Background: an optimization exercise with open tools, aiming at small area, a short achievable clock period and few clock cycles per item. Do not read the settings as production practice. In this exercise RTL edits were held to simulation tests only and were not proved equivalent to the original.

== the baseline ==
==> module atc_front, before the edit <==
module atc_front (
    input  logic               aclk,
    input  logic               aresetn,
    input  logic               recirc,
    input  logic               recirc_next,
    input  logic               s_valid,
    output logic               s_ready,
    input  logic signed [15:0] s_accel_x,
    input  logic signed [15:0] s_accel_y,
    input  logic signed [15:0] s_accel_z,
    output logic               entering,
    output logic [18:0]        sum_x,
    output logic [18:0]        sum_y,
    output logic [18:0]        sum_z
);
    logic [47:0] in_reg;
    logic        in_v;
    logic [47:0] w [7];
    logic [18:0] tx_reg, ty_reg, tz_reg;
    logic [2:0]  fill;
    logic        full;
    logic [18:0] ox, oy, oz;
    logic in_v_next, ready, ready_q;
    assign ready     = !in_v || !recirc;
    assign entering  = in_v && !recirc;
    assign in_v_next = ready ? s_valid : in_v;
    assign s_ready   = ready_q;
    always_ff @(posedge aclk) begin
        if (ready) begin
            in_reg <= {s_accel_x, s_accel_y, s_accel_z};
        end
    end
    always_ff @(posedge aclk) begin
        if (!aresetn) begin
            in_v    <= 1'b0;
            ready_q <= 1'b1;
        end else begin
            in_v    <= in_v_next;
            ready_q <= !in_v_next || !recirc_next;
        end
    end
    assign sum_x = tx_reg + 19'($signed(in_reg[47:32]));
    assign sum_y = ty_reg + 19'($signed(in_reg[31:16]));
    assign sum_z = tz_reg + 19'($signed(in_reg[15:0]));
    assign full = (fill == 3'd7);
    assign ox   = full ? 19'($signed(w[6][47:32])) : 19'd0;
    assign oy   = full ? 19'($signed(w[6][31:16])) : 19'd0;
    assign oz   = full ? 19'($signed(w[6][15:0]))  : 19'd0;
    always_ff @(posedge aclk) begin
        if (entering) begin
            w[0] <= in_reg;
            for (int k = 1; k < 7; k++) begin
                w[k] <= w[k-1];
            end
        end
    end
    always_ff @(posedge aclk) begin
        if (!aresetn) begin
            tx_reg <= '0;
            ty_reg <= '0;
            tz_reg <= '0;
            fill   <= '0;
        end else if (entering) begin
            tx_reg <= sum_x - ox;
            ty_reg <= sum_y - oy;
            tz_reg <= sum_z - oz;
            if (!full) begin
                fill <= fill + 3'd1;
            end
        end
    end
endmodule
Settings: LEC_CHECK=0, ABC_AREA=1, CAP_MARGIN=20, CORE_MARGIN=2, CORE_UTILIZATION=40, SLEW_MARGIN=20; clock period 10.0 ns.
run.sh (not shown) runs the stock make flow with config.mk's settings and CLKGATE_MAP_FILE= SYNTH_SCRIPT=/design/flow/synth_recipe.tcl, a recipe that flattens the netlist after the stock synthesis.
The baseline: full flow OK, the timing, DRC and antenna checks passed
Testbench counts of the baseline, summed over its fixed seeds: cycles 1,048, items 768.
For the candidate, these inputs were changed with respect to the baseline:
--- a/flow/design.v
+++ b/flow/design.v
@@ -71,11 +71,9 @@
     logic        full;
     logic [18:0] ox, oy, oz;
-    logic in_v_next, ready, ready_q;
-    assign ready     = !in_v || !recirc;
+    logic in_v_next;
     assign entering  = in_v && !recirc;
-    assign in_v_next = ready ? s_valid : in_v;
-    assign s_ready   = ready_q;
+    assign in_v_next = s_ready ? s_valid : in_v;
     always_ff @(posedge aclk) begin
-        if (ready) begin
+        if (s_ready) begin
             in_reg <= {s_accel_x, s_accel_y, s_accel_z};
         end
@@ -84,8 +82,8 @@
         if (!aresetn) begin
             in_v    <= 1'b0;
-            ready_q <= 1'b1;
+            s_ready <= 1'b1;
         end else begin
             in_v    <= in_v_next;
-            ready_q <= !in_v_next || !recirc_next;
+            s_ready <= !in_v_next || !recirc_next;
         end
     end
==> run summary <==
The candidate reports a lower via count normalized by instance count than the baseline does. Number of global-route vias before repair was higher in the candidate than in the baseline. In the candidate, ratio of cells with drive above 1 in the final layout is higher than in the baseline. Taking the baseline as the reference, in the candidate worst hold slack grew by 8.8 ps, non-clock buffer share of cell area held steady, area of all placed cells without fillers held steady, final net count held steady, stage delay of the slowest cell on the critical path grew by 20 ps. Between the baseline and the candidate, the sequential fraction of total cell area figures differ only marginally. The candidate vs the baseline, final critical-path setup slack went down by 180 ps.
Testbench counts of the candidate, summed over its fixed seeds: cycles 1,048, items 768.

static timing again, ports no longer ideal:
How much do the figures lean on ideal ports? The routed layouts below were timed once more, with nothing changed but the port constraints.
Step 1, drivers: a clkbuf_16 drives aclk and a buf_2 each remaining input, both assumed.
Step 2 also shifts input and output timing later by t, the mid clock arrival at the registers, as if the neighbouring blocks saw the same clock.
Slacks: ideal / step 1 / step 2; pairs: ideal / step 1.
run | t (ns) | setup slack, ns | hold slack, ns
the baseline | 1.183 | 5.784 / 5.662 / 5.913 | 0.270 / 0.270 / 0.270
the candidate | 1.183 | 5.608 / 5.483 / 5.564 | 0.279 / 0.279 / 0.279
After both steps setup and hold are still met in every run listed. The setup slack of the candidate, which loses most, moves by -0.125 ns with the drivers and by -0.044 ns with both steps.
